This design comes from an exercise in tuning for small area, a short achievable clock period and few clock cycles per item on the open sky130 flow, not from production work. At most, simulation tests tie the RTL to the original design; equivalence was not proved.

==> job 7030 <==
## epoch_seconds_to_civil_date_top
module epoch_seconds_to_civil_date_top (
	input  logic                                clk,
	input  logic                                arst_n,
	input  logic                                in_valid,
	output logic                                in_ready,
	input  logic signed [e2cd_pkg::SECS_W-1:0]  unix_seconds,
	output logic                                out_valid,
	input  logic                                out_ready,
	output logic signed [e2cd_pkg::YEAR_W-1:0]  year,
	output logic [e2cd_pkg::MONTH_W-1:0]        month,
	output logic [e2cd_pkg::DOM_W-1:0]          day_of_month,
	output logic [e2cd_pkg::WDAY_W-1:0]         weekday
);
clock: 8.5 ns
lec_check: 0
abc_area: 1
cap_margin: 20
core_margin: 2
core_utilization: 55
gpl_routability_driven: 0
setup_slack_margin: 3.6
slew_margin: 20
run.sh (not shown) runs the stock make flow with config.mk's settings and CLKGATE_MAP_FILE= SYNTH_SCRIPT=/design/flow/synth_recipe.tcl, a recipe that flattens the netlist after the stock synthesis.
==> job 7265: changes against job 7030 <==
Settings changed: CORE_UTILIZATION 55 to 50, GPL_ROUTABILITY_DRIVEN 0 to default.
==> job 4388: changes against job 7030 <==
Settings changed: CTS_BUF_LIST from default to sky130_fd_sc_hd__clkbuf_4, GPL_ROUTABILITY_DRIVEN 0 to default.
==> out/summary.log <==
[placed_design] cell count after placement 3372
[routing] initial DRC count 1002
[clocking] Post CTS Setup Buffer Count 44
[sta] highest clock rate 0.206 GHz
[layout] number of standard cells in the layout, taps in and fillers out 3529
[layout] leading cell types in the layout, fill and taps excluded sky130_fd_sc_hd__inv_1 (625), sky130_fd_sc_hd__fa_1 (391), sky130_fd_sc_hd__nand2_1 (285)
[routing] vias per inst 5.18
[status] outcome no timing/DRC/antenna violations
[worst_setup_path] cell type with the highest occurrence count on the critical path sky130_fd_sc_hd__clkdlybuf4s50_1
[worst_setup_path] Worst path top cell family by delay buffers and inverters
[die] die boundary width 235 um
[worst_setup_path] CP startpoint out_ready
[worst_setup_path] launching element type of the critical path primary input
[placed_design] Post-DP HPWL 49.4 mm
[global_routing] GRT met1 Usage 30.7%
[placed_design] Placement Cell Area 28400 um2
-- figures above: job 7265

==> out/summary.log <==
[routing] vias per inst 5.29
[layout] leading cell types in the layout, fill and taps excluded sky130_fd_sc_hd__inv_1 (622), sky130_fd_sc_hd__fa_1 (387), sky130_fd_sc_hd__nand2_1 (285)
[worst_setup_path] cell type with the highest occurrence count on the critical path sky130_fd_sc_hd__ha_4
[sta] highest clock rate 0.207 GHz
[status] outcome no timing/DRC/antenna violations
[placed_design] cell count after placement 3297
[placed_design] Placement Cell Area 28300 um2
[placed_design] Post-DP HPWL 48.7 mm
-- figures above: job 4388

==> out/summary.log <==
[placed_design] cell count after placement 3299
[placed_design] Post-DP HPWL 47.8 mm
[die] die boundary width 224 um
[layout] number of standard cells in the layout, taps in and fillers out 3455
[status] outcome no timing/DRC/antenna violations
[layout] leading cell types in the layout, fill and taps excluded sky130_fd_sc_hd__inv_1 (621), sky130_fd_sc_hd__fa_1 (389), sky130_fd_sc_hd__nand2_1 (279)
[clocking] CTS HTree Levels 1
[routing] vias per inst 5.29
[worst_setup_path] cell type with the highest occurrence count on the critical path sky130_fd_sc_hd__ha_4
[routing] initial DRC count 1091
-- figures above: job 7030

Testbench counts of job 7030, summed over its fixed seeds: cycles 32,048, items 32,000.
Testbench counts of job 7265, summed over its fixed seeds: cycles 32,048, items 32,000.
Testbench counts of job 4388, summed over its fixed seeds: cycles 32,048, items 32,000.

* * *

==> raven: inputs <==
Another version of the RTL of epoch_seconds_to_civil_date_top (not shown whole).
export LEC_CHECK = 0
export ABC_AREA = 1
export CAP_MARGIN = 20
export CORE_MARGIN = 2
export CORE_UTILIZATION = 45
export SETUP_SLACK_MARGIN = 3.6
export SLEW_MARGIN = 20
create_clock -name core_clock -period 8.5 [get_ports {clk}]
==> inputs of willow, as changes to raven <==
--- a/flow/design.v
+++ b/flow/design.v
@@ -14,17 +14,17 @@
 	input  logic signed [e2cd_pkg::SECS_W-1:0]  unix_seconds,
 	output logic                                out_valid,
 	input  logic                                out_ready,
 	output logic signed [e2cd_pkg::YEAR_W-1:0]  year,
 	output logic [e2cd_pkg::MONTH_W-1:0]        month,
 	output logic [e2cd_pkg::DOM_W-1:0]          day_of_month,
 	output logic [e2cd_pkg::WDAY_W-1:0]         weekday
 );
-	localparam int NV = 6;    
+	localparam int NV = 5;    
 	logic          adv;
 	logic [NV-1:0] vld_q;
 	logic          ov_q;
 	logic [35:0]   out_q;
 	assign adv = !ov_q || out_ready;
 	assign in_ready = adv;
 	logic [40:0] s_0;
 	always_ff @(posedge clk) begin
@@ -2302,77 +2302,76 @@
 	logic [8:0] ny_b;
 	logic [9:0] ny_sum;
 	assign ny_a = {ny_w42, ny_w40, ny_w38, ny_w36, ny_w34, ny_w32, ny_w30, ny_w28, ncl_4[0]} ^ 9'd4;
 	assign ny_b = {ny_w43, ny_w41, ny_w39, ny_w37, ny_w35, ny_w33, ny_w31, ny_w29, ny_w27} ^ 9'd2;
 	assign ny_sum = 10'(ny_a) + 10'(ny_b);
 	logic [8:0] ny;
 	assign ny = ny_sum[8:0];
 	logic [3:0] mp;
+	logic [8:0] mstart;
+	logic       jf;
 	always_comb begin
 		mp = '0;
-		if (ny >= 9'd31)  mp = 4'd1;
-		if (ny >= 9'd61)  mp = 4'd2;
-		if (ny >= 9'd92)  mp = 4'd3;
-		if (ny >= 9'd122) mp = 4'd4;
-		if (ny >= 9'd153) mp = 4'd5;
-		if (ny >= 9'd184) mp = 4'd6;
-		if (ny >= 9'd214) mp = 4'd7;
-		if (ny >= 9'd245) mp = 4'd8;
-		if (ny >= 9'd275) mp = 4'd9;
-		if (ny >= 9'd306) mp = 4'd10;
-		if (ny >= 9'd337) mp = 4'd11;
+		mstart = '0;
+		if (ny >= 9'd31)  begin mp = 4'd1;  mstart = 9'd31;  end
+		if (ny >= 9'd61)  begin mp = 4'd2;  mstart = 9'd61;  end
+		if (ny >= 9'd92)  begin mp = 4'd3;  mstart = 9'd92;  end
+		if (ny >= 9'd122) begin mp = 4'd4;  mstart = 9'd122; end
+		if (ny >= 9'd153) begin mp = 4'd5;  mstart = 9'd153; end
+		if (ny >= 9'd184) begin mp = 4'd6;  mstart = 9'd184; end
+		if (ny >= 9'd214) begin mp = 4'd7;  mstart = 9'd214; end
+		if (ny >= 9'd245) begin mp = 4'd8;  mstart = 9'd245; end
+		if (ny >= 9'd275) begin mp = 4'd9;  mstart = 9'd275; end
+		if (ny >= 9'd306) begin mp = 4'd10; mstart = 9'd306; end
+		if (ny >= 9'd337) begin mp = 4'd11; mstart = 9'd337; end
 	end
+	assign jf = (ny >= 9'd306);
+	logic yr_w1;
+	logic yr_w2;
+	logic yr_w3;
+	logic yr_w4;
+	logic yr_w5;
+	logic yr_w6;
+	logic yr_w7;
+	logic yr_w8;
+	logic yr_w9;
+	logic yr_w10;
+	logic yr_w11;
+	logic yr_w12;
+	logic yr_w13;
+	logic yr_w14;
+	assign yr_w1 = yhi_4[0] ^ yc_4[0];
+	assign yr_w2 = yhi_4[0] & yc_4[0];
+	assign yr_w3 = yhi_4[1] ^ yc_4[1];
+	assign yr_w4 = yhi_4[1] & yc_4[1];
+	assign yr_w5 = yhi_4[2] ^ yc_4[2];
+	assign yr_w6 = yhi_4[2] & yc_4[2];
+	assign yr_w7 = yhi_4[3] ^ yc_4[3];
+	assign yr_w8 = yhi_4[3] & yc_4[3];
+	assign yr_w9 = yhi_4[4] ^ yc_4[4];
+	assign yr_w10 = yhi_4[4] & yc_4[4];
+	assign yr_w11 = yhi_4[5] ^ yc_4[5];
+	assign yr_w12 = yhi_4[5] & yc_4[5];
+	assign yr_w13 = yhi_4[6] ^ yc_4[6];
+	assign yr_w14 = yhi_4[6] & yc_4[6];
 	logic [23:0] yr_a;
 	logic [23:0] yr_b;
 	logic [24:0] yr_sum;
-	assign yr_a = {yhi_4[23], yhi_4[22], yhi_4[21], yhi_4[20], yhi_4[19], yhi_4[18], yhi_4[17], yhi_4[16], yhi_4[15], yhi_4[14], yhi_4[13], yhi_4[12], yhi_4[11], yhi_4[10], yhi_4[9], yhi_4[8], yhi_4[7], yhi_4[6], yhi_4[5], yhi_4[4], yhi_4[3], yhi_4[2], yhi_4[1], yhi_4[0]} ^ 24'd0;
-	assign yr_b = {1'b0, 1'b0, 1'b0, 1'b0, 1'b0, 1'b0, 1'b0, 1'b0, 1'b0, 1'b0, 1'b0, 1'b0, 1'b0, 1'b0, 1'b0, 1'b0, 1'b0, yc_4[6], yc_4[5], yc_4[4], yc_4[3], yc_4[2], yc_4[1], yc_4[0]} ^ 24'd0;
+	assign yr_a = {yhi_4[23], yhi_4[22], yhi_4[21], yhi_4[20], yhi_4[19], yhi_4[18], yhi_4[17], yhi_4[16], yhi_4[15], yhi_4[14], yhi_4[13], yhi_4[12], yhi_4[11], yhi_4[10], yhi_4[9], yhi_4[8], yhi_4[7], yr_w12, yr_w10, yr_w8, yr_w6, yr_w4, yr_w2, jf} ^ 24'd0;
+	assign yr_b = {1'b0, 1'b0, 1'b0, 1'b0, 1'b0, 1'b0, 1'b0, 1'b0, 1'b0, 1'b0, 1'b0, 1'b0, 1'b0, 1'b0, 1'b0, 1'b0, yr_w14, yr_w13, yr_w11, yr_w9, yr_w7, yr_w5, yr_w3, yr_w1} ^ 24'd0;
 	assign yr_sum = 25'(yr_a) + 25'(yr_b);
-	logic [23:0] ys;
-	assign ys = yr_sum[23:0];
-	logic [8:0]  ny_5;
-	logic [3:0]  mp_5;
-	logic [23:0] ys_5;
-	logic [2:0]  wd_5;
-	always_ff @(posedge clk) begin
-		if (adv) begin
-			ny_5 <= ny;
-			mp_5 <= mp;
-			ys_5 <= ys;
-			wd_5 <= wd_4;
-		end
-	end
-	logic [8:0]  mstart;
-	logic        jf;
-	logic [23:0] y6;
-	logic [3:0]  m6;
-	logic [4:0]  d6;
+	logic [23:0] y5;
+	assign y5 = yr_sum[23:0];
+	logic [3:0]  m5;
+	logic [4:0]  d5;
 	logic [35:0] res5;
-	always_comb begin
-		case (mp_5)
-			4'd1:    mstart = 9'd31;
-			4'd2:    mstart = 9'd61;
-			4'd3:    mstart = 9'd92;
-			4'd4:    mstart = 9'd122;
-			4'd5:    mstart = 9'd153;
-			4'd6:    mstart = 9'd184;
-			4'd7:    mstart = 9'd214;
-			4'd8:    mstart = 9'd245;
-			4'd9:    mstart = 9'd275;
-			4'd10:   mstart = 9'd306;
-			4'd11:   mstart = 9'd337;
-			default: mstart = 9'd0;
-		endcase
-	end
-	assign jf   = (mp_5 >= 4'd10);
-	assign y6   = ys_5 + 24'(jf);
-	assign m6   = jf ? 4'(mp_5 - 4'd9) : 4'(mp_5 + 4'd3);
-	assign d6   = 5'(ny_5 - mstart + 9'd1);
-	assign res5 = {y6, m6, d6, wd_5};
+	assign m5   = jf ? 4'(mp - 4'd9) : 4'(mp + 4'd3);
+	assign d5   = 5'(ny - mstart + 9'd1);
+	assign res5 = {y5, m5, d5, wd_4};
 	always_ff @(posedge clk or negedge arst_n) begin
 		if (!arst_n) begin
 			vld_q <= '0;
 			ov_q  <= 1'b0;
 		end else if (adv) begin
 			vld_q <= {vld_q[NV-2:0], in_valid};
 			ov_q  <= vld_q[NV-1];
 		end
Settings changed: SETUP_SLACK_MARGIN 3.6 to 4.0.
==> inputs of maple, as changes to raven <==
--- a/flow/design.v
+++ b/flow/design.v
@@ -14,22 +14,24 @@
 	input  logic signed [e2cd_pkg::SECS_W-1:0]  unix_seconds,
 	output logic                                out_valid,
 	input  logic                                out_ready,
 	output logic signed [e2cd_pkg::YEAR_W-1:0]  year,
 	output logic [e2cd_pkg::MONTH_W-1:0]        month,
 	output logic [e2cd_pkg::DOM_W-1:0]          day_of_month,
 	output logic [e2cd_pkg::WDAY_W-1:0]         weekday
 );
-	localparam int NV = 6;    
+	localparam int NV = 5;    
 	logic          adv;
 	logic [NV-1:0] vld_q;
 	logic          ov_q;
 	logic [35:0]   out_q;
-	assign adv = !ov_q || out_ready;
+	logic kv_q;
+	logic [35:0] skid_q;
+	assign adv = !kv_q;
 	assign in_ready = adv;
 	logic [40:0] s_0;
 	always_ff @(posedge clk) begin
 		if (adv) begin
 			s_0 <= unix_seconds[47:7];
 		end
 	end
 	logic [14:0] q0_1;
@@ -2302,88 +2304,113 @@
 	logic [8:0] ny_b;
 	logic [9:0] ny_sum;
 	assign ny_a = {ny_w42, ny_w40, ny_w38, ny_w36, ny_w34, ny_w32, ny_w30, ny_w28, ncl_4[0]} ^ 9'd4;
 	assign ny_b = {ny_w43, ny_w41, ny_w39, ny_w37, ny_w35, ny_w33, ny_w31, ny_w29, ny_w27} ^ 9'd2;
 	assign ny_sum = 10'(ny_a) + 10'(ny_b);
 	logic [8:0] ny;
 	assign ny = ny_sum[8:0];
 	logic [3:0] mp;
+	logic [8:0] mstart;
+	logic       jf;
 	always_comb begin
 		mp = '0;
-		if (ny >= 9'd31)  mp = 4'd1;
-		if (ny >= 9'd61)  mp = 4'd2;
-		if (ny >= 9'd92)  mp = 4'd3;
-		if (ny >= 9'd122) mp = 4'd4;
-		if (ny >= 9'd153) mp = 4'd5;
-		if (ny >= 9'd184) mp = 4'd6;
-		if (ny >= 9'd214) mp = 4'd7;
-		if (ny >= 9'd245) mp = 4'd8;
-		if (ny >= 9'd275) mp = 4'd9;
-		if (ny >= 9'd306) mp = 4'd10;
-		if (ny >= 9'd337) mp = 4'd11;
+		mstart = '0;
+		if (ny >= 9'd31)  begin mp = 4'd1;  mstart = 9'd31;  end
+		if (ny >= 9'd61)  begin mp = 4'd2;  mstart = 9'd61;  end
+		if (ny >= 9'd92)  begin mp = 4'd3;  mstart = 9'd92;  end
+		if (ny >= 9'd122) begin mp = 4'd4;  mstart = 9'd122; end
+		if (ny >= 9'd153) begin mp = 4'd5;  mstart = 9'd153; end
+		if (ny >= 9'd184) begin mp = 4'd6;  mstart = 9'd184; end
+		if (ny >= 9'd214) begin mp = 4'd7;  mstart = 9'd214; end
+		if (ny >= 9'd245) begin mp = 4'd8;  mstart = 9'd245; end
+		if (ny >= 9'd275) begin mp = 4'd9;  mstart = 9'd275; end
+		if (ny >= 9'd306) begin mp = 4'd10; mstart = 9'd306; end
+		if (ny >= 9'd337) begin mp = 4'd11; mstart = 9'd337; end
 	end
+	assign jf = (ny >= 9'd306);
+	logic yr_w1;
+	logic yr_w2;
+	logic yr_w3;
+	logic yr_w4;
+	logic yr_w5;
+	logic yr_w6;
+	logic yr_w7;
+	logic yr_w8;
+	logic yr_w9;
+	logic yr_w10;
+	logic yr_w11;
+	logic yr_w12;
+	logic yr_w13;
+	logic yr_w14;
+	assign yr_w1 = yhi_4[0] ^ yc_4[0];
+	assign yr_w2 = yhi_4[0] & yc_4[0];
+	assign yr_w3 = yhi_4[1] ^ yc_4[1];
+	assign yr_w4 = yhi_4[1] & yc_4[1];
+	assign yr_w5 = yhi_4[2] ^ yc_4[2];
+	assign yr_w6 = yhi_4[2] & yc_4[2];
+	assign yr_w7 = yhi_4[3] ^ yc_4[3];
+	assign yr_w8 = yhi_4[3] & yc_4[3];
+	assign yr_w9 = yhi_4[4] ^ yc_4[4];
+	assign yr_w10 = yhi_4[4] & yc_4[4];
+	assign yr_w11 = yhi_4[5] ^ yc_4[5];
+	assign yr_w12 = yhi_4[5] & yc_4[5];
+	assign yr_w13 = yhi_4[6] ^ yc_4[6];
+	assign yr_w14 = yhi_4[6] & yc_4[6];
 	logic [23:0] yr_a;
 	logic [23:0] yr_b;
 	logic [24:0] yr_sum;
-	assign yr_a = {yhi_4[23], yhi_4[22], yhi_4[21], yhi_4[20], yhi_4[19], yhi_4[18], yhi_4[17], yhi_4[16], yhi_4[15], yhi_4[14], yhi_4[13], yhi_4[12], yhi_4[11], yhi_4[10], yhi_4[9], yhi_4[8], yhi_4[7], yhi_4[6], yhi_4[5], yhi_4[4], yhi_4[3], yhi_4[2], yhi_4[1], yhi_4[0]} ^ 24'd0;
-	assign yr_b = {1'b0, 1'b0, 1'b0, 1'b0, 1'b0, 1'b0, 1'b0, 1'b0, 1'b0, 1'b0, 1'b0, 1'b0, 1'b0, 1'b0, 1'b0, 1'b0, 1'b0, yc_4[6], yc_4[5], yc_4[4], yc_4[3], yc_4[2], yc_4[1], yc_4[0]} ^ 24'd0;
+	assign yr_a = {yhi_4[23], yhi_4[22], yhi_4[21], yhi_4[20], yhi_4[19], yhi_4[18], yhi_4[17], yhi_4[16], yhi_4[15], yhi_4[14], yhi_4[13], yhi_4[12], yhi_4[11], yhi_4[10], yhi_4[9], yhi_4[8], yhi_4[7], yr_w12, yr_w10, yr_w8, yr_w6, yr_w4, yr_w2, jf} ^ 24'd0;
+	assign yr_b = {1'b0, 1'b0, 1'b0, 1'b0, 1'b0, 1'b0, 1'b0, 1'b0, 1'b0, 1'b0, 1'b0, 1'b0, 1'b0, 1'b0, 1'b0, 1'b0, yr_w14, yr_w13, yr_w11, yr_w9, yr_w7, yr_w5, yr_w3, yr_w1} ^ 24'd0;
 	assign yr_sum = 25'(yr_a) + 25'(yr_b);
-	logic [23:0] ys;
-	assign ys = yr_sum[23:0];
-	logic [8:0]  ny_5;
-	logic [3:0]  mp_5;
-	logic [23:0] ys_5;
-	logic [2:0]  wd_5;
-	always_ff @(posedge clk) begin
-		if (adv) begin
-			ny_5 <= ny;
-			mp_5 <= mp;
-			ys_5 <= ys;
-			wd_5 <= wd_4;
-		end
-	end
-	logic [8:0]  mstart;
-	logic        jf;
-	logic [23:0] y6;
-	logic [3:0]  m6;
-	logic [4:0]  d6;
+	logic [23:0] y5;
+	assign y5 = yr_sum[23:0];
+	logic [3:0]  m5;
+	logic [4:0]  d5;
 	logic [35:0] res5;
-	always_comb begin
-		case (mp_5)
-			4'd1:    mstart = 9'd31;
-			4'd2:    mstart = 9'd61;
-			4'd3:    mstart = 9'd92;
-			4'd4:    mstart = 9'd122;
-			4'd5:    mstart = 9'd153;
-			4'd6:    mstart = 9'd184;
-			4'd7:    mstart = 9'd214;
-			4'd8:    mstart = 9'd245;
-			4'd9:    mstart = 9'd275;
-			4'd10:   mstart = 9'd306;
-			4'd11:   mstart = 9'd337;
-			default: mstart = 9'd0;
-		endcase
-	end
-	assign jf   = (mp_5 >= 4'd10);
-	assign y6   = ys_5 + 24'(jf);
-	assign m6   = jf ? 4'(mp_5 - 4'd9) : 4'(mp_5 + 4'd3);
-	assign d6   = 5'(ny_5 - mstart + 9'd1);
-	assign res5 = {y6, m6, d6, wd_5};
+	assign m5   = jf ? 4'(mp - 4'd9) : 4'(mp + 4'd3);
+	assign d5   = 5'(ny - mstart + 9'd1);
+	assign res5 = {y5, m5, d5, wd_4};
+	logic take;
+	logic arrive;
+	assign take   = ov_q && out_ready;
+	assign arrive = adv && vld_q[NV-1];
 	always_ff @(posedge clk or negedge arst_n) begin
 		if (!arst_n) begin
 			vld_q <= '0;
 			ov_q  <= 1'b0;
-		end else if (adv) begin
-			vld_q <= {vld_q[NV-2:0], in_valid};
-			ov_q  <= vld_q[NV-1];
+			kv_q  <= 1'b0;
+		end else begin
+			if (adv) begin
+				vld_q <= {vld_q[NV-2:0], in_valid};
+			end
+			if (kv_q) begin
+				if (take) begin
+					kv_q <= 1'b0;
+				end
+			end else if (arrive) begin
+				if (ov_q && !out_ready) begin
+					kv_q <= 1'b1;
+				end else begin
+					ov_q <= 1'b1;
+				end
+			end else if (take) begin
+				ov_q <= 1'b0;
+			end
 		end
 	end
 	always_ff @(posedge clk) begin
-		if (adv) begin
+		if (!kv_q && arrive && ov_q && !out_ready) begin
+			skid_q <= res5;
+		end
+		if (kv_q) begin
+			if (take) begin
+				out_q <= skid_q;
+			end
+		end else if (arrive && (!ov_q || out_ready)) begin
 			out_q <= res5;
 		end
 	end
 	assign out_valid    = ov_q;
 	assign year         = out_q[35:12];
 	assign month        = out_q[11:8];
 	assign day_of_month = out_q[7:3];
 	assign weekday      = out_q[2:0];
Settings changed: SETUP_SLACK_MARGIN 3.6 to 4.0.
==> results.txt <==
quantity                                                        raven           maple          willow
Achievable frequency                                        0.207 GHz       0.192 GHz       0.204 GHz
Worst r2r dst                                                 n_3[14]       out_q[32]       out_q[30]
Result of the run                                      finished clean  finished clean  finished clean
Fraction of synthesized area in multiplexers                  0.0387%         0.0350%              0%
Fraction of the yosys area taken by sequential cells            29.5%           30.0%           27.4%
Final non-clock buffer share                                    3.97%           8.27%           7.89%
Number of stages on the worst setup path                            4              30              25
Post-Synth XOR/XNOR Area                                        4.97%           4.38%           4.61%
Flip-flop and latch count after synthesis                         287             287             250
Post-CTS setup buffer count                                        19             147             142
Non-filler cells in the finished layout                          3896            3991            3836
CP dominant cell by count                             clkdlybuf4s50_1               -            ha_4
Testbench counts of willow, summed over its fixed seeds: cycles 32,048, items 32,000.
The RTL of raven and maple was laid out without a check of its function.

==> what the ideal ports hide <==
Ports are ideal in the flow. The routed layouts listed here were re-timed in OpenROAD.
Step 1 (the two cells are an assumption about what drives the block):
set clk [get_ports {clk}]
set_driving_cell -lib_cell sky130_fd_sc_hd__clkbuf_16 $clk
set_driving_cell -lib_cell sky130_fd_sc_hd__buf_2 [delete_from_list [all_inputs] $clk]
Step 2, shift: input delay + t, output delay - t, t = (earliest + latest rising clock arrival at the registers) / 2. This alone moves slack from input paths to output paths.
Slacks: ideal ports / drivers / drivers and shift; pairs: ideal ports / drivers.
| run | t, ns | setup slack, ns | worst slew at a driven data input, ns |
|---|---|---|---|
| job 7030 | 0.632 | 3.655 / 3.639 / 3.639 | 0.04 |
| job 7265 | 0.633 | 3.656 / 3.630 / 3.630 | 0.05 |
| job 4388 | 0.859 | 3.661 / 3.661 / 3.661 | 0.04 |
| raven | 0.596 | 3.665 / 3.642 / 3.642 | 0.05 |
| willow | 0.641 | 3.590 / 3.590 / 3.590 | 0.04 |
| maple | 0.587 | 3.299 / 3.299 / 3.299 | 0.04 |
After both steps every run listed still meets setup and hold. The setup slack of job 7265, which loses most, moves by -0.026 ns with the drivers and by -0.026 ns with both steps.
